This is an optimization exercise on Yosys and OpenROAD, whose aim is small area, a short achievable clock period and few clock cycles per item, not a production implementation. Function was not checked in any run shown here: the RTL went through the layout flow alone. Power and IR drop assume default switching activity.

==> flow/design.v, too long to show whole: its modules and the start of the top module <==
// module fsrc_axis: 1812 lines
// module foveated_shading_rate_classifier_top: 171 lines
module foveated_shading_rate_classifier_top #(
  parameter int COORD_BITS = 12
) (
  input  logic                                 clk,
  input  logic                                 rst_n,
  input  logic                                 in_tvalid,
  output logic                                 in_tready,
  input  logic [23:0]                          in_tdata,    
  output logic                                 out_tvalid,
  input  logic                                 out_tready,
  output logic [7:0]                           out_tdata,   
  input  logic                                 cfg_we,
  input  logic [fsrc_pkg::CFG_IDX_W-1:0]       cfg_index,
  input  logic [fsrc_pkg::CFG_DATA_W-1:0]      cfg_wdata
);
  // ...
==> flow/run.sh <==
#!/bin/bash
# synth_recipe.tcl (not shown) runs the flow's synth.tcl, then flattens the netlist and writes it again
# the make line also repeats each setting of config.mk as NAME=value (left out here)
make -C /OpenROAD-flow-scripts/flow DESIGN_CONFIG=/design/flow/config.mk WORK_HOME=/design/flow/orfs CLKGATE_MAP_FILE= SYNTH_SCRIPT=/design/flow/synth_recipe.tcl finish
==> flow/config.mk <==
export PLATFORM = sky130hd
export DESIGN_NAME = foveated_shading_rate_classifier_top
export DESIGN_NICKNAME = foveated_shading_rate_classifier_top
export VERILOG_FILES = /design/flow/design.v
export SDC_FILE = /design/flow/constraint.sdc
export NUM_CORES = 4
export LEC_CHECK = 0
export ABC_CLOCK_PERIOD_IN_PS = 3000
export CAP_MARGIN = 20
export CORE_MARGIN = 2
export CORE_UTILIZATION = 40
export SETUP_SLACK_MARGIN = 4.5
export SLEW_MARGIN = 20
==> flow/constraint.sdc <==
create_clock -name core_clock -period 7.5 [get_ports {clk}]
set_input_delay 1.5000 -clock core_clock [delete_from_list [all_inputs] [get_ports {clk}]]
set_output_delay 1.5000 -clock core_clock [all_outputs]
set_load 0.01 [all_outputs]
==> qor.yml, run 1 <==
outcome:
  outcome: "finished clean"
drt:
  highest_layer: "met5"
  drc: 0
  wl_mm: 139
  dr_total_vias: 37900
logic_synthesis:
  postSynth.asyncResetShare: 0
  synth_top_area_cell: "dfxtp_1"
  yosys.area_share.simple: 0.115
  yosys-top-cells-area: "dfxtp_1, fa_1, ha_1, mux2_2, a22oi_1"
sta:
  finalHoldViolCount: 0
  slew_headroom: 0.346
  tns_ps: 0
  min_period_over_period: 0.429
  drv_slew: 0
final_layout:
  final_cells: 6919
  num-nonclk-inverters: 551
  design.seq.count: 645
  seq-cell-share: 0.226
  n_antenna_cell: 1
grt:
  antenna_found_initial: 8
placement:
  dp_slack_ps: 3350
  dp_hpwl_mm: 94.2
  portBuffers: 67
  placedCellCount: 6578
worst_setup_path:
  start_kind: "register"
  rrSetupSlack_ps: 4280
  cp_top_family: "adder cells"
  slowest_delay_ps: 520
  arrival_ps: 3800
min_path:
  min-delay-start: "u_axis_x.eo$_DFF_P_"
clocking:
  cts_sinks: 645
  post_cts_resized: 555
power:
  finalPower_mw: 14.3
  p_leak_nw: 25.2
  p_int_mw: 8.91
floorplanning:
  rows: 128
flow_run:
  maxCapViolCount: 0
==> inputs of run 2 (changes only) <==
--- a/flow/config.mk
+++ b/flow/config.mk
@@ -6,5 +6,4 @@
 export NUM_CORES = 4
 export LEC_CHECK = 0
-export ABC_CLOCK_PERIOD_IN_PS = 3000
 export CAP_MARGIN = 20
 export CORE_MARGIN = 2
==> run 2 against run 1 <==
Still clean. Global-route usage did not move. First-iteration DRC count unchanged. Design area unchanged. Via count unchanged. Critical path depth unchanged. Sequential power barely moved. Register-to-register slack hardly changed. Synthesized area did not move. Combinational power about the same. Sequential share of layout area stayed put. Die area did not move. Largest cell class unchanged.
==> qor.yml, run 2 <==
outcome:
  outcome: "finished clean"  # unchanged
final_layout:
  nets: 6123  # unchanged
  multi_input_area_mm2: 0.0346  # unchanged
  layout_commonest_cell: "dfxtp_1"  # unchanged
  final_core_util: 0.482  # unchanged
  largestRegisters: "left_center_r (32), right_center_r (32)"  # unchanged
  n_fill_cell: 11200  # unchanged
  regArea_mm2: 0.0133  # unchanged
  drive_above_1_share: 0.239  # unchanged
  layout_common_cells: "dfxtp_1, nand2_1, inv_1, fa_1, ha_1"  # unchanged
  area_delta_synth_final_pct: 19.5  # unchanged
sta:
  rsz0062_at_grt: "true"  # unchanged
  period_needed_ps: 3220  # unchanged
  fmax_ghz: 0.311  # unchanged
  tightest_slew_ps: 981  # unchanged
  min_period_over_period: 0.429  # unchanged
  tns_ps: 0  # unchanged
  report.final.setup_viol: 0  # unchanged
  slew_headroom: 0.346  # unchanged
  drv_slew: 0  # unchanged
  finalHoldViolCount: 0  # unchanged
  clock-skew-final_ps: 42.5  # unchanged
  whs_ps: 324  # unchanged
clocking:
  holdBufCountCts: 0  # unchanged
  clkLatencyLatePin_ps: 670  # about the same
  clock-root-buffer: "clkbuf_16"  # unchanged
  numCtsBuffers: 75  # unchanged
  cts_max_level: 3  # unchanged
  cts_tree: "built"  # unchanged
  clk_path_buf_depth: 3  # unchanged
  cts_sinks: 645  # unchanged
  cts.clk_slew.worst_paths_ps: 60  # about the same
logic_synthesis:
  yosysSeqAreaShare: 0.266  # unchanged
  postSynth.asyncResetShare: 0  # unchanged
  yosys-top-cells-area: "dfxtp_1, fa_1, ha_1, mux2_2, a22oi_1"  # unchanged
  synth_cell_types: 75  # unchanged
  synth_top_area_cell: "dfxtp_1"  # unchanged
  yosysWarningCount: 2  # unchanged
  synth-seq-cells: 645  # unchanged
  yosysMostFrequentCell: "dfxtp_1"  # unchanged
  synthFlopType: "dfxtp_1"  # unchanged
  yosysTopAreaCellShare: 0.255  # unchanged
  synth_edf_count: 18  # unchanged
  synth_area_mm2: 0.0492  # unchanged
  synth_cells: 5105  # unchanged
  ys_top_cells_by_count: "dfxtp_1, inv_1, nand2_1"  # unchanged
  avgSynthCellArea_um2: 9.64  # unchanged
worst_setup_path:
  crit_start: "u_axis_y.m[2]$_DFF_P_"  # unchanged
  setup.worst_path.class: "register to register"  # unchanged
  cp_max_fo: 8  # unchanged
  endpoint_kind: "register"  # unchanged
  reg2reg_from: "u_axis_y.m[2]$_DFF_P_"  # unchanged
  required_ps: 8080  # about the same
  arrival_ps: 3800  # about the same
  start_kind: "register"  # unchanged
floorplanning:
  rows: 128  # unchanged
  die_x_um: 355  # unchanged
  fp.coreArea_mm2: 0.122  # unchanged
  io_pins: 74  # unchanged
  dieArea_mm2: 0.126  # unchanged
  initial_core_util: 0.403  # unchanged
  die_h_um: 355  # unchanged
power:
  pwr_density_cell_mw_per_mm2: 243  # unchanged
  p_leak_nw: 25.2  # unchanged
  ir_drop_mv: 0.176  # unchanged
  finalPower_mw: 14.3  # unchanged
grt:
  grt_pass1_wl_mm: 220  # unchanged
  grt_pass1_vias: 38300  # unchanged
  grtUsageTotal: 0.220  # unchanged
  antenna_found_initial: 8  # unchanged
  grt_overflow: 0  # unchanged
  grt_max_degree: 106  # unchanged
drt:
  dr_total_vias: 37900  # unchanged
  post_drt_wl_per_cell_um: 20.2  # unchanged
  detail_route.iter0.violations: 2653  # unchanged
  ant_nets: 0  # unchanged
  wl_mm: 139  # unchanged
  via_per_inst: 5.48  # unchanged
  drc: 0  # unchanged
  first_pass_iters: 5  # unchanged
min_path:
  min-delay-start: "u_axis_x.eo$_DFF_P_"  # unchanged
  min_path_type: "register to register"  # unchanged
placement:
  portBuffers: 67  # unchanged
  gp_congestion: 0.891  # unchanged
  dp_hpwl_mm: 94.2  # unchanged
flow_run:
  maxCapViolCount: 0  # unchanged
[run 2: cell counts in the layout (fill, tap and decap cells not counted)]
Identical to the previous run, type by type.
[run 2: power breakdown]
part	leakage [nW]	total [mW]	switching (mW)	internal, mW
Sequential	5.29	4.86	0.824	4.04
Clock	1.22	3.76	1.58	2.18
Combinational	18.7	5.66	2.98	2.69
Total	25.2	14.3	5.38	8.91
[run 2: final timing paths]
| check | end | slack (ps) | cells past startpoint |
|---|---|---|---|
| max | u_axis_y.mr538$_DFF_P_ | 4280 | 10 |
| max reg2reg | u_axis_y.mr538$_DFF_P_ | 4280 | 10 |
| min | u_axis_x.eo2$_DFF_P_ | 320 | 0 |
| min reg2reg | u_axis_x.eo2$_DFF_P_ | 320 | 0 |
[run 2: cell type report]
type | instances | area share
antenna | 1 | 0.0000425
clock buffer | 101 | 0.0360
clock inverter | 36 | 0.00719
inverter | 551 | 0.0355
multi-input combinational | 3625 | 0.588
sequential | 645 | 0.226
tap | 1625 | 0.0346
timing repair buffer | 335 | 0.0731
[run 2: worst max-delay path, stage by stage (launching register included)]
cell	delay [ps]
dfxtp_4	350
buf_12	140
buf_4	140
buf_12	130
mux2_4	290
a22oi_2	150
fa_2	500
fa_2	350
fa_1	500
inv_2	50
fa_2	520
[run 2: through the flow]
step | cells | instance area [um2] | worst slack (ps)
finish | 6919 | 58800 | 4280
global route | 6918 | 58800 | 4180
CTS | 6870 | 57900 | 4300
detailed placement | 6578 | 51500 | 3350
global placement | 6578 | 51500 | 3420
floorplan | 5110 | 49800 | 4430
[run 2: repair_timing]
action	in CTS	in global routing
pin swaps	143	97
gates resized for setup	555	196
endpoints found under the setup margin	152	132
buffers inserted	115	47
cloned	40	1
[run 2: cells by family (layout without fill, tap and decap cells)]
kind of cell | Yosys count | in the layout | synth area share
AO/OA/AOI/OAI | 1077 | 1077 | 0.154
AND/OR/NAND/NOR | 1157 | 1159 | 0.115
XOR/XNOR | 178 | 178 | 0.0317
flip-flops | 645 | 645 | 0.266
multiplexers | 379 | 379 | 0.0864
other | 1 | 7 | 0.0000762
buffers and inverters | 842 | 1023 | 0.0662
adder cells (fa/ha/maj) | 826 | 826 | 0.281
[run 2: layer usage]
| layer | vias up | GRT usage | share of wire |
|---|---|---|---|
| met3 | 350 | 0.0450 | 0.076 |
| li1 | 17600 | - | - |
| met1 | 18500 | 0.296 | 0.44 |
| met4 | 14 | 0.0879 | 0.038 |
| met2 | 1381 | 0.344 | 0.45 |
| met5 | - | 0 | 0.00066 |

==> separate check: timing with driven ports <==
How much do the figures lean on ideal ports? The routed layouts below were timed once more, with nothing changed but the port constraints.
Step 1, drivers: a clkbuf_16 drives clk and a buf_2 each remaining input, both assumed.
Step 2 moves the port delays by t, midway between the first and last clock arrival at a register: inputs arrive t later, outputs are due t later. That takes back most of the time a late clock gives input paths.
a / b / c = ideal / step 1 / step 2; a / b = the first two.
run	t, ns	slack for setup (ns)	clock arrival spread, ns	worst register clock-pin slew, ns
run 1	0.722	4.281 / 4.281 / 3.894	0.046 / 0.046	0.07 / 0.07
run 2	0.722	4.281 / 4.281 / 3.894	0.046 / 0.046	0.07 / 0.07
After both steps every run listed still meets setup and hold.
